Background: an optimization exercise with open tools, aiming at small area, a short achievable clock period and few clock cycles per item. Do not read the settings as production practice. At most, simulation tests tie the RTL to the original design; equivalence was not proved. No functional check of the RTL was part of runs 1 and 2. Power is estimated from default activity; no workload was simulated.

### flow/run.sh
#!/bin/bash
# synth_recipe.tcl (not shown) runs the flow's synth.tcl, then flattens the netlist and writes it again
# the make line also repeats each setting of config.mk as NAME=value (left out here)
make -C /OpenROAD-flow-scripts/flow DESIGN_CONFIG=/design/flow/config.mk WORK_HOME=/design/flow/orfs CLKGATE_MAP_FILE= SYNTH_SCRIPT=/design/flow/synth_recipe.tcl finish
### flow/config.mk
export PLATFORM = sky130hd
export DESIGN_NAME = ts_packet_sync_aligner_unit
export DESIGN_NICKNAME = ts_packet_sync_aligner_unit
export VERILOG_FILES = /design/flow/design.v
export SDC_FILE = /design/flow/constraint.sdc
export NUM_CORES = 4
export LEC_CHECK = 0
export CAP_MARGIN = 20
export CORE_MARGIN = 2
export CORE_UTILIZATION = 40
export SLEW_MARGIN = 20
### flow/constraint.sdc
create_clock -name core_clock -period 3.6 [get_ports {clk}]
set_input_delay 0.7200 -clock core_clock [delete_from_list [all_inputs] [get_ports {clk}]]
set_output_delay 0.7200 -clock core_clock [all_outputs]
set_load 0.01 [all_outputs]
### flow/design.v
package tspsa_pkg;
    localparam int PACKET_BYTES   = 188;
    localparam int LENGTH_BITS    = 20;
    localparam int WORD_LANES     = 8;
    localparam int WORDS          = (PACKET_BYTES + WORD_LANES - 1) / WORD_LANES;
    localparam int ROW_BITS       = $clog2(WORDS);
    localparam int LANE_BITS      = $clog2(WORD_LANES);
    localparam int FILL_BITS      = $clog2(PACKET_BYTES + 1);
    localparam int LAST_BYTES     = PACKET_BYTES - WORD_LANES * (WORDS - 1);
    localparam logic [7:0] SYNC_BYTE = 8'h47;
    typedef struct packed {
        logic [7:0]             data_byte;
        logic                   first_of_buffer;
        logic [LENGTH_BITS-1:0] buffer_length;
    } in_item_t;
    typedef struct packed {
        logic [63:0] packet_word;
        logic [3:0]  word_bytes;
        logic        last_word;
    } out_item_t;
endpackage
module tspsa_store (
    input  logic                              clk,
    input  logic                              wr_en,
    input  logic [tspsa_pkg::FILL_BITS-1:0]   wr_addr,
    input  logic [7:0]                        wr_data,
    input  logic [tspsa_pkg::WORDS-1:0]       rd_sel,
    output logic [63:0]                       rd_data
);
    localparam int PB = tspsa_pkg::PACKET_BYTES;
    localparam int WL = tspsa_pkg::WORD_LANES;
    localparam int NW = tspsa_pkg::WORDS;
    logic [7:0] mem [1:PB-1];
    for (genvar i = 1; i < PB; i++)
    begin : g_byte
        always_ff @(posedge clk)
        begin
            if (wr_en && wr_addr == tspsa_pkg::FILL_BITS'(i))
            begin
                mem[i] <= wr_data;
            end
        end
    end
    logic [63:0] rows [NW];
    for (genvar r = 0; r < NW; r++)
    begin : g_row
        for (genvar k = 0; k < WL; k++)
        begin : g_lane
            if (r * WL + k == 0)
            begin : g_sync
                assign rows[r][8*k +: 8] = tspsa_pkg::SYNC_BYTE;
            end
            else if (r * WL + k < PB)
            begin : g_data
                assign rows[r][8*k +: 8] = mem[r * WL + k];
            end
            else
            begin : g_zero
                assign rows[r][8*k +: 8] = 8'h00;
            end
        end
    end
    always_comb
    begin
        rd_data = '0;
        for (int r = 0; r < NW; r++)
        begin
            rd_data = rd_data | (rows[r] & {64{rd_sel[r]}});
        end
    end
endmodule
module tspsa_scan (
    input  logic                                 clk,
    input  logic                                 rst_n,
    input  logic                                 v0,
    input  logic [7:0]                           d0,
    input  logic                                 f0,
    input  logic [tspsa_pkg::LENGTH_BITS-1:0]    l0,
    input  logic                                 e0,
    output logic                                 wr_en,
    output logic [tspsa_pkg::FILL_BITS-1:0]      wr_addr,
    output logic [7:0]                           wr_data,
    output logic                                 done,
    output logic [tspsa_pkg::FILL_BITS-1:0]      fill
);
    localparam logic [1:0] MODE_SEARCH   = 2'd0;
    localparam logic [1:0] MODE_CAPTURE  = 2'd1;
    localparam logic [1:0] MODE_TAIL     = 2'd2;
    localparam logic [1:0] MODE_COMPLETE = 2'd3;
    localparam int LB = tspsa_pkg::LENGTH_BITS;
    localparam int FB = tspsa_pkg::FILL_BITS;
    localparam logic [LB-1:0] POS_MAX = {LB{1'b1}};
    localparam logic [LB:0]   PKT_LEN = (LB+1)'(tspsa_pkg::PACKET_BYTES);
    localparam logic [FB-1:0] FILL_LAST = FB'(tspsa_pkg::PACKET_BYTES - 1);
    logic [LB-1:0] pos_reg;
    logic          ignored_reg;
    logic [LB-1:0] pos_base;
    logic          ignored_next;
    logic          v1, ig1, f1, room1;
    logic [7:0]    d1;
    always_comb
    begin
        pos_base     = f0 ? '0 : pos_reg;
        ignored_next = f0 ? !(e0 && ({1'b0, l0} >= PKT_LEN)) : ignored_reg;
    end
    always_ff @(posedge clk or negedge rst_n)
    begin
        if (!rst_n)
        begin
            pos_reg     <= '0;
            ignored_reg <= 1'b0;
            v1          <= 1'b0;
        end
        else
        begin
            v1 <= v0;
            if (v0)
            begin
                pos_reg     <= (pos_base < POS_MAX) ? pos_base + LB'(1) : pos_base;
                ignored_reg <= ignored_next;
            end
        end
    end
    always_ff @(posedge clk)
    begin
        ig1   <= ignored_next;
        f1    <= f0;
        d1    <= d0;
        room1 <= {1'b0, l0} >= ({1'b0, pos_base} + PKT_LEN);
    end
    logic [FB-1:0] fill_reg, fill_next;
    logic [1:0]    mode_reg, mode_next, mode_base;
    logic          we_next, done_next, do_gather, do_scan, sync;
    always_comb
    begin
        fill_next = fill_reg;
        mode_next = mode_reg;
        we_next   = 1'b0;
        done_next = 1'b0;
        do_gather = 1'b0;
        do_scan   = 1'b0;
        sync      = (d1 == tspsa_pkg::SYNC_BYTE);
        mode_base = f1 ? MODE_SEARCH : mode_reg;
        if (v1)
        begin
            mode_next = mode_base;
            if (!ig1)
            begin
                if (f1)
                begin
                    if (fill_reg != '0 && !sync)
                    begin
                        mode_next = MODE_COMPLETE;
                        do_gather = 1'b1;
                    end
                    else
                    begin
                        fill_next = '0;
                        do_scan   = 1'b1;
                    end
                end
                else
                begin
                    case (mode_base)
                        MODE_CAPTURE,
                        MODE_COMPLETE: do_gather = 1'b1;
                        MODE_TAIL:
                        begin
                            if (fill_reg < FILL_LAST)
                            begin
                                we_next   = 1'b1;
                                fill_next = fill_reg + FB'(1);
                            end
                        end
                        default: do_scan = 1'b1;
                    endcase
                end
                if (do_gather)
                begin
                    we_next = 1'b1;
                    if (fill_reg == FILL_LAST)
                    begin
                        fill_next = '0;
                        mode_next = MODE_SEARCH;
                        done_next = 1'b1;
                    end
                    else
                    begin
                        fill_next = fill_reg + FB'(1);
                    end
                end
                if (do_scan && sync)
                begin
                    fill_next = FB'(1);
                    mode_next = room1 ? MODE_CAPTURE : MODE_TAIL;
                end
            end
        end
    end
    always_ff @(posedge clk or negedge rst_n)
    begin
        if (!rst_n)
        begin
            fill_reg <= '0;
            mode_reg <= MODE_SEARCH;
            wr_en    <= 1'b0;
            done     <= 1'b0;
        end
        else
        begin
            fill_reg <= fill_next;
            mode_reg <= mode_next;
            wr_en    <= we_next;
            done     <= done_next;
        end
    end
    always_ff @(posedge clk)
    begin
        wr_addr <= fill_reg;
        wr_data <= d1;
    end
    assign fill = fill_reg;
endmodule
module tspsa_emit (
    input  logic                           clk,
    input  logic                           rst_n,
    input  logic                           start,
    input  logic [63:0]                    rd_data,
    output logic [tspsa_pkg::WORDS-1:0]    rd_sel,
    output logic [tspsa_pkg::ROW_BITS-1:0] rd_row,
    output logic                           pending,
    input  logic                           out_ready,
    output logic                           out_valid,
    output tspsa_pkg::out_item_t           out_word
);
    localparam int RB = tspsa_pkg::ROW_BITS;
    localparam int NW = tspsa_pkg::WORDS;
    localparam logic [RB-1:0] ROW_LAST = RB'(tspsa_pkg::WORDS - 1);
    logic                 pend_reg;
    logic [RB-1:0]        row_reg;
    logic [NW-1:0]        sel_reg;
    logic                 out_valid_reg;
    tspsa_pkg::out_item_t out_reg;
    logic [63:0]          word_reg;
    logic                 last_reg;
    logic                 load;
    logic                 row_last;
    assign load     = pend_reg && (!out_valid_reg || out_ready);
    assign row_last = sel_reg[NW-1];
    always_ff @(posedge clk or negedge rst_n)
    begin
        if (!rst_n)
        begin
            pend_reg      <= 1'b0;
            row_reg       <= '0;
            sel_reg       <= '0;
            out_valid_reg <= 1'b0;
        end
        else
        begin
            if (start)
            begin
                pend_reg <= 1'b1;
                row_reg  <= '0;
                sel_reg  <= NW'(1);
            end
            else if (load)
            begin
                row_reg <= row_reg + RB'(1);
                sel_reg <= sel_reg << 1;
                if (row_last)
                begin
                    pend_reg <= 1'b0;
                end
            end
            if (load)
            begin
                out_valid_reg <= 1'b1;
            end
            else if (out_ready)
            begin
                out_valid_reg <= 1'b0;
            end
        end
    end
    always_ff @(posedge clk)
    begin
        if (load)
        begin
            word_reg <= rd_data;
            last_reg <= row_last;
        end
    end
    assign out_reg.packet_word = word_reg;
    assign out_reg.word_bytes  = last_reg ? 4'(tspsa_pkg::LAST_BYTES)
                                          : 4'(tspsa_pkg::WORD_LANES);
    assign out_reg.last_word   = last_reg;
    assign rd_row    = row_reg;
    assign rd_sel    = sel_reg;
    assign pending   = pend_reg;
    assign out_valid = out_valid_reg;
    assign out_word  = out_reg;
endmodule
module ts_packet_sync_aligner_unit (
    input  logic                 clk,
    input  logic                 rst_n,
    input  logic                 in_valid,
    output logic                 in_ready,
    input  tspsa_pkg::in_item_t  in_word,
    output logic                 out_valid,
    input  logic                 out_ready,
    output tspsa_pkg::out_item_t out_word,
    input  logic                 cfg_valid,
    output logic                 cfg_ready,
    input  logic                 cfg_data
);
    localparam int FB = tspsa_pkg::FILL_BITS;
    localparam int RB = tspsa_pkg::ROW_BITS;
    localparam int LB = tspsa_pkg::LENGTH_BITS;
    logic          enable_reg;
    logic          in_ready_reg;
    logic          v0;
    logic [7:0]    d0;
    logic          f0;
    logic [LB-1:0] l0;
    logic          e0;
    logic          wr_en;
    logic [FB-1:0] wr_addr;
    logic [7:0]    wr_data;
    logic          done;
    logic [FB-1:0] fill;
    logic [RB-1:0] rd_row;
    logic [tspsa_pkg::WORDS-1:0] rd_sel;
    logic [63:0]   rd_data;
    logic          pending;
    logic          ready_next;
    logic [FB:0]   fill_ahead;
    assign cfg_ready = 1'b1;
    assign in_ready  = in_ready_reg;
    always_ff @(posedge clk or negedge rst_n)
    begin
        if (!rst_n)
        begin
            enable_reg <= 1'b0;
            v0         <= 1'b0;
        end
        else
        begin
            if (cfg_valid)
            begin
                enable_reg <= cfg_data;
            end
            v0 <= in_valid && in_ready_reg;
        end
    end
    always_ff @(posedge clk)
    begin
        d0 <= in_word.data_byte;
        f0 <= in_word.first_of_buffer;
        l0 <= in_word.buffer_length;
        e0 <= enable_reg;
    end
    assign fill_ahead = {1'b0, fill} + (FB+1)'(3);
    always_comb
    begin
        if (done)
        begin
            ready_next = !out_valid;
        end
        else if (pending)
        begin
            ready_next = ({1'b0, fill_ahead[FB:3]} < ({1'b0, rd_row} + (RB+1)'(!out_valid)));
        end
        else
        begin
            ready_next = (fill < FB'(tspsa_pkg::PACKET_BYTES - 3)) || !out_valid;
        end
    end
    always_ff @(posedge clk or negedge rst_n)
    begin
        if (!rst_n)
        begin
            in_ready_reg <= 1'b1;
        end
        else
        begin
            in_ready_reg <= ready_next;
        end
    end
    tspsa_scan u_scan (
        .clk     (clk),
        .rst_n   (rst_n),
        .v0      (v0),
        .d0      (d0),
        .f0      (f0),
        .l0      (l0),
        .e0      (e0),
        .wr_en   (wr_en),
        .wr_addr (wr_addr),
        .wr_data (wr_data),
        .done    (done),
        .fill    (fill)
    );
    tspsa_store u_store (
        .clk     (clk),
        .wr_en   (wr_en),
        .wr_addr (wr_addr),
        .wr_data (wr_data),
        .rd_sel  (rd_sel),
        .rd_data (rd_data)
    );
    tspsa_emit u_emit (
        .clk       (clk),
        .rst_n     (rst_n),
        .start     (done),
        .rd_data   (rd_data),
        .rd_sel    (rd_sel),
        .rd_row    (rd_row),
        .pending   (pending),
        .out_ready (out_ready),
        .out_valid (out_valid),
        .out_word  (out_word)
    );
endmodule
==> impl_results.md, run 1 <==
- Status: complete, no violations
- Avg Cell Area, Syn: 17.2 µm²
- Nets: 3947
- Relative slew margins: 24.1%
- Die X: 396 µm
- Number of flops mapped to enable cells by yosys: 1561
- Setup slack, reg-to-reg: 600 ps
- Total vias in the final route: 36456
- LEAKAGE: 23.1 nW
- Final setup skew: 59.7 ps
- Synth Instances: 3573
- Vias in the first global route: 35387
- Worst setup path endpoint: u_scan.room1
- Vias/cell: 6.02
- Synth cell types: 75
- Max reg flops: 1496
- Most frequent cell after synthesis: edfxtp_1
- CP startpoint: f0
- Num CTS Buffers: 172
- CTS tree: built
- Final critical-path required period: 3000 ps
- Clock Tree Root: clkbuf_16
- Die area: 157000 µm²
- Synth Flop Type: edfxtp_1
- Leading area contributor after synthesis: edfxtp_1
- Cell Rows: 143
- Area Overhead vs Synth: 16.9%
- Cell Pwr Density: 558 nW/µm²
- I/O Buffers: 103
- Final hold vios: 0
- # DRC: 0
- Sequential-to-total area share from yosys stat: 80.8%
- Cell area after synthesis: 61600 µm²
- Largest net degree at the start of global routing: 188
- Top post-synthesis cells by area: edfxtp_1 (76%), a22oi_1 (6.2%), dfrtp_1 (2.7%)
- Clock Latency Late Sink: 820 ps
- Clock transition at the registers of the reported paths: 60 ps
- DP HPWL: 102000 µm
- Initial core utilization: 40.4%
- Final Core Density: 47.2%
- Crit end category: flip-flop
- CP max FO: 15
- Resized cells post-CTS: 0
- CTS Sinks: 1686
- Setup CP Type: reg -> reg
- Congestion Overflow GR: 0
- Die height: 396 µm
- Worst Path Required: 4300 ps
- Synth top area share: 76.1%
- Worst reg2reg path depth: 12
- Total of max-cap violations: 0
- Placed cell count: 5734
- Hold crit path type: in -> async
- Post-synth ARST share: 4.03%
- Initial antenna violation count: 3
- Fmax: 333 MHz
- Commonest cells post-synth: edfxtp_1 (1561), a22oi_1 (508), nor2_1 (280), clkbuf_1 (152), nand4_1 (138)
- Critical Path Source Type: flip-flop
- DR pass1 iterations: 6
- Final wirelength: 183000 µm
- Worst r2r src: f0
- Finish-stage setup viols: 0
- Total track usage: 22.9%
- Critical Path AT: 3700 ps
- CTS max path bufs: 3
- RSZ-0062 raised after global routing: false
- Routed WL per cell: 30.2 µm
- Worst R2R End: u_scan.room1
- WHS: 76.9 ps
- Antenna Cells: 0
- Post-CTS setup buffer count: 0
- Worst vdd rail ir drop: 470 µV
- Hold-fix buffers, CTS: 0
- Top-Level Pins: 107
- Final Cycle Share: 83.5%
- First-pass GRT wire length: 258000 µm
- Non-Filler Instances: 6055
- FF+latch count, synth: 1686
- H-tree depth: 4
- Final Wtd Congestion: 0.827
- Syn. warnings: 6
- Worst Tran Pin Value: 1140 ps
- Final setup TNS: 0 ps
- Core area: 152000 µm²
- DRT iter0 DRCs: 5158
- Layout cells sized above 1: 13.6%
- Post-route ant nets: 0
- Slew Limit Fails: 0
==> cells by family (layout without fill, tap and decap cells) <==
| logic type | after synthesis | in the layout | synth area share, % |
|---|---|---|---|
| flops | 1686 | 1686 | 80.8 |
| xor+xnor | 42 | 42 | 0.597 |
| compound gates | 847 | 847 | 10.7 |
| simple gates | 717 | 717 | 5.65 |
| other cells | 2 | 3 | 0.0122 |
| fa+ha+maj | 34 | 34 | 0.691 |
| mux | 2 | 2 | 0.0427 |
| buf+inv | 243 | 694 | 1.57 |
==> routing by layer <==
metal,vias up,track usage (%),wire length [µm]
li1,15171,-,-
met1,18823,32.0,72800
met2,2173,36.9,87200
met3,287,4.23,18400
met4,2,6.27,4370
met5,-,0,13
==> cell type report <==
type / count / area [µm²]
fillers: 12861 / 80500
flip-flops and latches: 1686 / 49800
multi-input cells: 1645 / 10900
clock buffers: 220 / 4630
repair buffers: 351 / 3140
well taps: 2030 / 2540
clock inverters: 101 / 866
inverters: 22 / 85.1
==> worst min path at each step <==
stage | from | to | slack, ps | cells past startpoint
detailed placement | d0[5] | u_scan.d1[5] | 310 | 0
CTS | rst_n | u_emit.row_reg[0] | 70 | 1
floorplan | d0[0] | u_scan.d1[0] | 310 | 0
global placement | d0[0] | u_scan.d1[0] | 310 | 0
global route | rst_n | v0 | 120 | 1
finish | rst_n | v0 | 80 | 1
==> where the power goes <==
group / switching (W) / internal [W]
combinational: 0.000653 / 0.000349
sequential: 0.000313 / 0.0216
clock: 0.00755 / 0.00974
==> stage by stage <==
stage	total power, W	instance area, µm²	setup slack (ps)
floorplan	0.0228	61600	33.7
global placement	0.0233	66500	606
detailed placement	0.0233	66500	617
CTS	0.0404	72000	596
global route	0.0413	72000	380
finish	0.0402	72000	595
==> worst max-delay path, stage by stage, from the launching register on <==
cell	delay, ps
dfxtp_1	310
buf_4	180
nand2b_1	170
ha_1	220
nor3b_1	160
o21a_1	260
or3_1	360
a21o_1	180
ha_1	290
nand4_1	150
o41ai_1	350
o211ai_1	140
a31oi_1	140
==> cell usage in the layout, fill, tap and decap left out, types with 9 or more instances in the layout <==
cell type / Yosys / routed
a21oi_1: 46 / 46
a221oi_1: 93 / 93
a222oi_1: 36 / 36
a22o_1: 97 / 97
a22oi_1: 508 / 508
and3_1: 9 / 9
buf_12: 0 / 20
buf_4: 5 / 229
clkbuf_1: 152 / 38
clkbuf_16: 0 / 176
clkdlybuf4s50_1: 0 / 102
clkinv_1: 0 / 40
clkinv_2: 0 / 34
dfrtp_1: 67 / 42
dfrtp_4: 0 / 23
dfxtp_1: 57 / 49
edfxtp_1: 1561 / 1561
ha_1: 34 / 34
inv_1: 22 / 21
nand2_1: 111 / 111
nand2b_1: 22 / 22
nand3_1: 92 / 92
nand4_1: 138 / 138
nor2_1: 280 / 280
nor2b_1: 17 / 17
nor3_1: 11 / 11
o21ai_0: 16 / 16
xnor2_1: 25 / 25
xor2_1: 17 / 17
==> run 2: changes to the inputs <==
--- a/flow/config.mk
+++ b/flow/config.mk
@@ -9,3 +9,4 @@
 export CORE_MARGIN = 2
 export CORE_UTILIZATION = 40
+export SETUP_SLACK_MARGIN = 1.5
 export SLEW_MARGIN = 20
==> impl_results.md, run 2 <==
- Vias in the first global route: 36723 (was 35387)
- Synth top area share: 76.1% (unchanged)
- Worst Path Required: 4300 ps (about the same)
- Die area: 157000 µm² (unchanged)
- Nets: 4124 (was 3947)
- CP max FO: 6 (was 15)
- FF+latch count, synth: 1686 (unchanged)
- Initial antenna violation count: 4 (was 3)
- Final wirelength: 207000 µm (was 183000 µm)
- Clock Tree Root: clkbuf_16 (unchanged)
- Setup CP Type: reg -> reg (unchanged)
- DP Area: 66500 µm² (about the same)
- H-tree depth: 4 (unchanged)
- Synth Instances: 3573 (unchanged)
- DR pass1 iterations: 8 (was 6)
- Critical Path AT: 3370 ps (was 3700 ps)
- Clock transition at the registers of the reported paths: 60 ps (about the same)
- Most frequent cell after synthesis: edfxtp_1 (unchanged)
- Crit end category: flip-flop (unchanged)
- Sequential-to-total area share from yosys stat: 80.8% (unchanged)
- CTS Sinks: 1686 (unchanged)
- Worst vdd rail ir drop: 419 µV (was 470 µV)
- # DRC: 0 (unchanged)
- Final setup skew: 77.5 ps (was 59.7 ps)
- Total vias in the final route: 38558 (was 36456)
- Layout cells sized above 1: 22.9% (was 13.6%)
- Final critical-path required period: 2670 ps (was 3000 ps)
- Cell area after synthesis: 61600 µm² (unchanged)
- Design area: 74900 µm² (was 72000 µm²)
- DP HPWL: 107000 µm (was 102000 µm)
- Clk network pwr share: 42.5% (was 43.0%)
- Avg Cell Area, Syn: 17.2 µm² (unchanged)
- First-pass GRT wire length: 284000 µm (was 258000 µm)
- Most common library cell in the layout ignoring fill and taps: edfxtp_1 (unchanged)
- Fill count: 12478 (was 12861)
- Final hold vios: 0 (unchanged)
- Core area: 152000 µm² (unchanged)
- Top-Level Pins: 107 (unchanged)
- CTS max path bufs: 3 (unchanged)
- I/O Buffers: 103 (unchanged)
- Leading area contributor after synthesis: edfxtp_1 (unchanged)
- Worst Tran Pin Value: 1120 ps (was 1140 ps)
- Relative slew margins: 25.5% (was 24.1%)
- Die X: 396 µm (unchanged)
- Psw: 0.00877 W (was 0.00852 W)
- Top post-synthesis cells by area: edfxtp_1 (76%), a22oi_1 (6.2%), dfrtp_1 (2.7%) (unchanged)
- Cell Pwr Density: 538 nW/µm² (was 558 nW/µm²)
- Post-route ant nets: 0 (unchanged)
- Post-synth ARST share: 4.03% (unchanged)
- Fmax: 374 MHz (was 333 MHz)
- Total track usage: 25.6% (was 22.9%)
- Critical Path Source Type: flip-flop (unchanged)
- Final Cycle Share: 74.3% (was 83.5%)
- Combinational power share: 3.1% (was 2.5%)
- Int Pwr: 0.0315 W (was 0.0317 W)
- Hold crit path type: in -> async (unchanged)
- Routed WL per cell: 33.3 µm (was 30.2 µm)
- Number of flops mapped to enable cells by yosys: 1561 (unchanged)
- Clock Latency Late Sink: 830 ps (was 820 ps)
- Cell Rows: 143 (unchanged)
- Status: complete, no violations (unchanged)
- Syn. warnings: 6 (unchanged)
- Area Overhead vs Synth: 21.6% (was 16.9%)
- Congestion Overflow GR: 0 (unchanged)
- DRT iter0 DRCs: 6397 (was 5158)
- Commonest cells post-synth: edfxtp_1 (1561), a22oi_1 (508), nor2_1 (280), clkbuf_1 (152), nand4_1 (138) (unchanged)
- Slew Limit Fails: 0 (unchanged)
- Final setup TNS: 0 ps (unchanged)
- Synth cell types: 75 (unchanged)
- Total of max-cap violations: 0 (unchanged)
- LEAKAGE: 24.5 nW (was 23.1 nW)
- Switching Fraction: 21.8% (was 21.2%)
- Initial core utilization: 40.4% (unchanged)
- Num CTS Buffers: 169 (was 172)
- Die height: 396 µm (unchanged)
- CTS tree: built (unchanged)
- Antenna Cells: 0 (unchanged)
- RSZ-0062 raised after global routing: true (was false)
- Finish-stage setup viols: 0 (unchanged)
- Final Wtd Congestion: 0.825 (was 0.827)
- Most frequent cells in the layout: edfxtp_1 (1561), a22oi_1 (503), buf_4 (319), nor2_1 (211), clkbuf_16 (171) (was edfxtp_1 (1561), a22oi_1 (508), nor2_1 (280), buf_4 (229), clkbuf_16 (176))
- Reg power frac: 54.4% (was 54.5%)
- Largest net degree at the start of global routing: 89 (was 188)
- Vias/cell: 6.20 (was 6.02)
- Max reg flops: 1496 (unchanged)
- Synth Flop Type: edfxtp_1 (unchanged)
run 2: cell types whose count changed in the layout (fill, tap and decap cells not counted), moves of 40 or more:
cell,delta
buf_4,+90
clkdlybuf4s50_1,-69
nor2_1,-69
buf_2,+60
buf_12,+53
nor2_2,+40
run 2: cells by family (layout without fill, tap and decap cells):
kind of cell               Yosys count  in the layout  synth area share [%]
adders and majority gates           34             34                 0.691
and+or+nand+nor                    717            717                  5.65
buffers and inverters              243            858                  1.57
DFF                               1686           1686                  80.8
AOI/OAI and AO/OA                  847            847                  10.7
muxes                                2              2                0.0427
xor gates and xnor gates            42             42                 0.597
other                                2              3                0.0122
run 2: critical path: stages, from the launching register on:
cell,delay [ps]
dfxtp_4,360
nand2b_4,160
ha_4,160
nor3b_2,150
o21a_2,280
nor3_2,180
xor2_1,170
nand2b_1,110
ha_4,290
nand4_1,120
o41ai_2,320
o211ai_1,130
a31oi_1,160
run 2: stage by stage:
step | utilization, % | instances | hold slack [ps] | setup slack [ps] | power, W
6_report | 49.1 | 6219 | 41.7 | 925 | 0.0403
5_1_grt | 49.1 | 6219 | 110 | 777 | 0.0413
4_1_cts | 48.3 | 6169 | 65.7 | 972 | 0.0403
3_5_place_dp | 43.6 | 5749 | 314 | 551 | 0.0233
3_3_place_gp | 43.6 | 5748 | 313 | 525 | 0.0233
2_1_floorplan | - | 3574 | 310 | 705 | 0.0228
run 2: worst paths after layout:
| path | start | to | slack [ps] | depth (start not counted) |
|---|---|---|---|---|
| max reg2reg | f0 | u_scan.room1 | 930 | 12 |
| max | f0 | u_scan.room1 | 930 | 12 |
| min reg2reg | d0[5] | u_scan.d1[5] | 300 | 0 |
| max in group asynchronous | rst_n | u_emit.sel_reg[4] | 2760 | 1 |
| min | rst_n | v0 | 40 | 1 |
| min in group core_clock | d0[5] | u_scan.d1[5] | 300 | 0 |
run 2: routing by layer:
metal | GRT usage, % | vias to the layer above | share of wire [%] | wire, µm
met5 | 0 | - | 0.020 | 41
met3 | 6.48 | 497 | 13 | 26700
met2 | 39.8 | 2810 | 46 | 94500
met1 | 34.8 | 19706 | 37 | 77300
met4 | 9.76 | 6 | 4.0 | 8360
li1 | - | 15539 | - | -
run 2: what timing repair did:
| action | CTS | global route |
|---|---|---|
| buffers inserted | 114 | 49 |
| resized for setup | 423 | 135 |
| cloned | 1 | 1 |
| hold buffers | 0 | 0 |
| pin swaps | 34 | 49 |
| setup endpoints to repair | 538 | 909 |
run 2: power groups by stage:
stage               Clock [W]  Combinational, W  Sequential (W)
floorplan                   0          0.000540          0.0223
global placement            0          0.000976          0.0223
detailed placement          0           0.00101          0.0223
CTS                    0.0173           0.00115          0.0219
global route           0.0180           0.00135          0.0219
finish                 0.0171           0.00124          0.0219
run 2: area by class of cell:
type | count | area [µm²] | area share [%]
Clock buffer | 204 | 4390 | 5.86
Multi-Input combinational cell | 1645 | 11800 | 15.8
Inverter | 22 | 90.1 | 0.120
Timing Repair Buffer | 531 | 5220 | 6.97
Clock inverter | 101 | 972 | 1.30
Tap cell | 2030 | 2540 | 3.39
Sequential cell | 1686 | 49900 | 66.6
==> run 3: changes to the inputs <==
--- a/flow/design.v
+++ b/flow/design.v
@@ -25,5 +25,5 @@
     input  logic [tspsa_pkg::FILL_BITS-1:0]   wr_addr,
     input  logic [7:0]                        wr_data,
-    input  logic [tspsa_pkg::WORDS-1:0]       rd_sel,
+    input  logic [tspsa_pkg::ROW_BITS-1:0]    rd_row,
     output logic [63:0]                       rd_data
 );
@@ -61,12 +61,5 @@
         end
     end
-    always_comb
-    begin
-        rd_data = '0;
-        for (int r = 0; r < NW; r++)
-        begin
-            rd_data = rd_data | (rows[r] & {64{rd_sel[r]}});
-        end
-    end
+    assign rd_data = rows[rd_row];
 endmodule
 module tspsa_scan (
@@ -227,5 +220,4 @@
     input  logic                           start,
     input  logic [63:0]                    rd_data,
-    output logic [tspsa_pkg::WORDS-1:0]    rd_sel,
     output logic [tspsa_pkg::ROW_BITS-1:0] rd_row,
     output logic                           pending,
@@ -235,17 +227,13 @@
 );
     localparam int RB = tspsa_pkg::ROW_BITS;
-    localparam int NW = tspsa_pkg::WORDS;
     localparam logic [RB-1:0] ROW_LAST = RB'(tspsa_pkg::WORDS - 1);
     logic                 pend_reg;
     logic [RB-1:0]        row_reg;
-    logic [NW-1:0]        sel_reg;
     logic                 out_valid_reg;
     tspsa_pkg::out_item_t out_reg;
-    logic [63:0]          word_reg;
-    logic                 last_reg;
     logic                 load;
     logic                 row_last;
     assign load     = pend_reg && (!out_valid_reg || out_ready);
-    assign row_last = sel_reg[NW-1];
+    assign row_last = (row_reg == ROW_LAST);
     always_ff @(posedge clk or negedge rst_n)
     begin
@@ -254,5 +242,4 @@
             pend_reg      <= 1'b0;
             row_reg       <= '0;
-            sel_reg       <= '0;
             out_valid_reg <= 1'b0;
         end
@@ -263,10 +250,8 @@
                 pend_reg <= 1'b1;
                 row_reg  <= '0;
-                sel_reg  <= NW'(1);
             end
             else if (load)
             begin
                 row_reg <= row_reg + RB'(1);
-                sel_reg <= sel_reg << 1;
                 if (row_last)
                 begin
@@ -288,14 +273,11 @@
         if (load)
         begin
-            word_reg <= rd_data;
-            last_reg <= row_last;
+            out_reg.packet_word <= rd_data;
+            out_reg.word_bytes  <= row_last ? 4'(tspsa_pkg::LAST_BYTES)
+                                            : 4'(tspsa_pkg::WORD_LANES);
+            out_reg.last_word   <= row_last;
         end
     end
-    assign out_reg.packet_word = word_reg;
-    assign out_reg.word_bytes  = last_reg ? 4'(tspsa_pkg::LAST_BYTES)
-                                          : 4'(tspsa_pkg::WORD_LANES);
-    assign out_reg.last_word   = last_reg;
     assign rd_row    = row_reg;
-    assign rd_sel    = sel_reg;
     assign pending   = pend_reg;
     assign out_valid = out_valid_reg;
@@ -331,5 +313,4 @@
     logic [FB-1:0] fill;
     logic [RB-1:0] rd_row;
-    logic [tspsa_pkg::WORDS-1:0] rd_sel;
     logic [63:0]   rd_data;
     logic          pending;
@@ -407,5 +388,5 @@
         .wr_addr (wr_addr),
         .wr_data (wr_data),
-        .rd_sel  (rd_sel),
+        .rd_row  (rd_row),
         .rd_data (rd_data)
     );
@@ -415,5 +396,4 @@
         .start     (done),
         .rd_data   (rd_data),
-        .rd_sel    (rd_sel),
         .rd_row    (rd_row),
         .pending   (pending),
--- a/flow/config.mk
+++ b/flow/config.mk
@@ -9,4 +9,3 @@
 export CORE_MARGIN = 2
 export CORE_UTILIZATION = 40
-export SETUP_SLACK_MARGIN = 1.5
 export SLEW_MARGIN = 20
==> impl_results.md, run 3 <==
- Status: complete, no violations (unchanged)
- Vias/cell: 6.22 (was 6.20)
- Sequential-to-total area share from yosys stat: 77.3% (was 80.8%)
- Setup slack, reg-to-reg: 40 ps (was 930 ps)
- Most frequent cell after synthesis: edfxtp_1 (unchanged)
- Fill count: 13282 (was 12478)
- Area Overhead vs Synth: 18.0% (was 21.6%)
- Post-CTS setup buffer count: 0 (was 114)
- Number of flops mapped to enable cells by yosys: 1562 (was 1561)
- Top post-synthesis cells by area: edfxtp_1 (74%), a22oi_1 (5.5%), mux2_2 (2.7%) (was edfxtp_1 (76%), a22oi_1 (6.2%), dfrtp_1 (2.7%))
- Die area: 162000 µm² (was 157000 µm²)
- Initial antenna violation count: 7 (was 4)
- LEAKAGE: 24.7 nW (was 24.5 nW)
- Die X: 403 µm (was 396 µm)
- Leading area contributor after synthesis: edfxtp_1 (unchanged)
- Fmax: 281 MHz (was 374 MHz)
- Congestion Overflow GR: 0 (unchanged)
- Nets: 4320 (was 4124)
- Cell Pwr Density: 688 nW/µm² (was 538 nW/µm²)
- RSZ-0062 raised after global routing: false (was true)
- Most common library cell in the layout ignoring fill and taps: edfxtp_1 (unchanged)
- Worst vdd rail ir drop: 1020 µV (was 419 µV)
- CP max FO: 15 (was 6)
- Critical Path AT: 4240 ps (was 3370 ps)
- Resized cells post-CTS: 0 (was 423)
- Total of max-cap violations: 0 (unchanged)
- Final critical-path required period: 3560 ps (was 2670 ps)
- Routed WL per cell: 33.7 µm (was 33.3 µm)
- Layout cells sized above 1: 19.5% (was 22.9%)
- CTS Sinks: 1663 (was 1686)
- WP buf/inv: 3 (was 0)
- DRT iter0 DRCs: 7026 (was 6397)
- Synth Instances: 3779 (was 3573)
- Num CTS Buffers: 167 (was 169)
- Syn. warnings: 6 (unchanged)
- # DRC: 0 (unchanged)
- Worst path max stage delay: 1030 ps (was 360 ps)
- Worst R2R End: u_emit.out_reg[23] (was u_scan.room1)
- Worst reg2reg path depth: 9 (was 12)
- Clock Tree Root: clkbuf_16 (unchanged)
- DR pass1 iterations: 8 (unchanged)
- I/O Buffers: 103 (unchanged)
- Worst Path Required: 4280 ps (was 4300 ps)
- CP delay by family, top: simple AND/OR/NAND/NOR gates (was compound AO/OA/AOI/OAI gates)
- Commonest cells post-synth: edfxtp_1 (1562), a22oi_1 (463), nor2_1 (223), nand2_1 (154), mux2_2 (152) (was edfxtp_1 (1561), a22oi_1 (508), nor2_1 (280), clkbuf_1 (152), nand4_1 (138))
- Top-Level Pins: 107 (unchanged)
- DP HPWL: 140000 µm (was 107000 µm)
- Synth Flop Type: edfxtp_1 (unchanged)
- Worst Tran Pin Value: 1290 ps (was 1120 ps)
- Synth top area share: 73.8% (was 76.1%)
- Max reg flops: 1496 (unchanged)
- CTS tree: built (unchanged)
- Total vias in the final route: 40143 (was 38558)
- Final hold vios: 0 (unchanged)
- Total track usage: 26.4% (was 25.6%)
- Synth cell types: 88 (was 75)
- Core area: 158000 µm² (was 152000 µm²)
- Final Wtd Congestion: 0.921 (was 0.825)
- Cell Rows: 146 (was 143)
- Cell area after synthesis: 63500 µm² (was 61600 µm²)
- Initial core utilization: 40.2% (was 40.4%)
- Most common cell on crit path: buf_4 (was ha_4)
- Worst r2r src: u_emit.row_reg[1] (was f0)
- Post-synth ARST share: 2.65% (was 4.03%)
- Vias in the first global route: 37989 (was 36723)
- Clock transition at the registers of the reported paths: 60 ps (about the same)
- First-pass GRT wire length: 300000 µm (was 284000 µm)
- Relative slew margins: 13.9% (was 25.5%)
- Final Core Density: 47.5% (was 49.1%)
- Slowest-stage cell, CP: nor4bb_4 (was dfxtp_4)
- Cell Chain, Critical Path: inv_1 > ha_1 > buf_4 > nor4bb_4 > buf_4 > a22oi_1 > o2111ai_1 > or3_1 > mux2_2 (was nand2b_4 > ha_4 > nor3b_2 > o21a_2 > nor3_2 > xor2_1 > nand2b_1 > ha_4 > nand4_1 > o41ai_2 > o211ai_1 > a31oi_1)
- Final setup TNS: 0 ps (unchanged)
- Avg Cell Area, Syn: 16.8 µm² (was 17.2 µm²)
- Final wirelength: 218000 µm (was 207000 µm)
- Clock Latency Late Sink: 820 ps (was 830 ps)
- Most frequent cells in the layout: edfxtp_1 (1562), a22oi_1 (463), buf_4 (391), nor2_1 (222), clkbuf_16 (168) (was edfxtp_1 (1561), a22oi_1 (503), buf_4 (319), nor2_1 (211), clkbuf_16 (171))
- Critical Path Source Type: flip-flop (unchanged)
- FF+latch count, synth: 1663 (was 1686)
- Final setup skew: 29.5 ps (was 77.5 ps)
- Crit end category: flip-flop (unchanged)
- Hold-fix buffers, CTS: 0 (unchanged)
- Die height: 403 µm (was 396 µm)
- Slew Limit Fails: 0 (unchanged)
- Largest net degree at the start of global routing: 188 (was 89)
- CTS max path bufs: 3 (unchanged)
- Setup CP Type: reg -> reg (unchanged)
- Post-route ant nets: 0 (unchanged)
- Hold crit path type: in -> async (unchanged)
- Final Cycle Share: 98.9% (was 74.3%)
- H-tree depth: 4 (unchanged)
- WHS: 34.8 ps (was 41.7 ps)
- Finish-stage setup viols: 0 (unchanged)
[run 3: cell type report]
type	count	area (µm²)	area share (%)
sequential	1663	49200	65.6
multi-input combinational	1842	13300	17.8
timing repair buffer	527	4620	6.16
clock buffer	214	4410	5.88
tap	2072	2590	3.46
clock inverter	89	687	0.916
inverter	46	173	0.230
antenna	3	7.51	0.0100
[run 3: kinds of logic after synthesis]
family,Yosys count,synth area share (%)
compound gates,783,9.25
simple gates,790,6.67
buf+inv,275,2.10
mux,190,3.34
xor+xnor,38,0.524
other cells,2,0.0118
flops,1663,77.3
fa+ha+maj,38,0.748
[run 3: worst max path at each step]
stage,slack (ps),startpoint,cells past startpoint,end
after CTS,240,u_emit.row_reg[1],9,u_emit.out_reg[23]
after global placement,280,u_emit.row_reg[1],9,u_emit.out_reg[23]
after floorplan,130,f0,14,u_scan.room1
final,40,u_emit.row_reg[1],9,u_emit.out_reg[23]
after global routing,90,u_emit.row_reg[1],9,u_emit.out_reg[23]
after detailed placement,260,u_emit.row_reg[1],9,u_emit.out_reg[23]
[run 3: worst register-to-register path, delay by kind of cell, from the launching register on]
kind                       cells  cell delay (ps)
and+or+nand+nor                2             1240
buffers and inverters          3              920
DFF                            1              420
AOI/OAI and AO/OA              2              380
adders and majority gates      1              330
muxes                          1              150
[run 3: metrics by stage]
step	power (W)	std cells	worst slack, ps	area (µm²)
floorplan	0.0290	3780	134	63500
finish	0.0516	6456	38.3	75000
global route	0.0529	6453	88.7	75000
global placement	0.0352	6150	285	69900
detailed placement	0.0352	6150	259	69900
CTS	0.0515	6453	244	75000
[run 3: where the power goes]
group	switching (W)	internal, W	total, W	leakage, nW
clock network	0.00746	0.00905	0.0165	2.47
registers	0.000721	0.0220	0.0227	15.1
logic	0.00771	0.00465	0.0124	7.08
[run 3: routing by layer]
layer  vias to the layer above  routed length [µm]  global-route usage [%]  part of all wire [%]
li1                      16171                   -                       -                     -
met1                     20529               84000                    36.7                    39
met2                      2944               97900                    40.4                    45
met3                       489               26700                    5.98                    12
met4                        10                9250                    10.4                   4.2
met5                         -                  54                       0                 0.025
Testbench counts of run 3, summed over its fixed seeds: cycles 67,949, packets 359.

## port drivers added, routing unchanged
In the flow no input, the clock included, has a driving cell. The finished layouts below were timed again as built, in two steps.
Step 1 sets driving cells, clkbuf_16 on the clock port and buf_2 on the other inputs (assumed; they add their load-dependent delay and slew).
Step 2, shift: input delay + t, output delay - t, t = (earliest + latest rising clock arrival at the registers) / 2. This alone moves slack from input paths to output paths.
a / b / c = no drivers / after step 1 / after step 2; a / b = the first two.
run	t, ns	slack for setup (ns)	hold slack, ns	clock arrival spread, ns	pins driven straight from the clock port
run 1	0.860	0.595 / 0.595 / 0.595	0.077 / 0.043 / 0.327	0.060 / 0.060	1
run 2	0.859	0.925 / 0.925 / 0.925	0.042 / 0.021 / 0.304	0.079 / 0.079	1
run 3	0.878	0.038 / 0.038 / 0.038	0.035 / -0.017 / 0.326	0.035 / 0.034	1
After both steps every run listed still meets setup and hold.
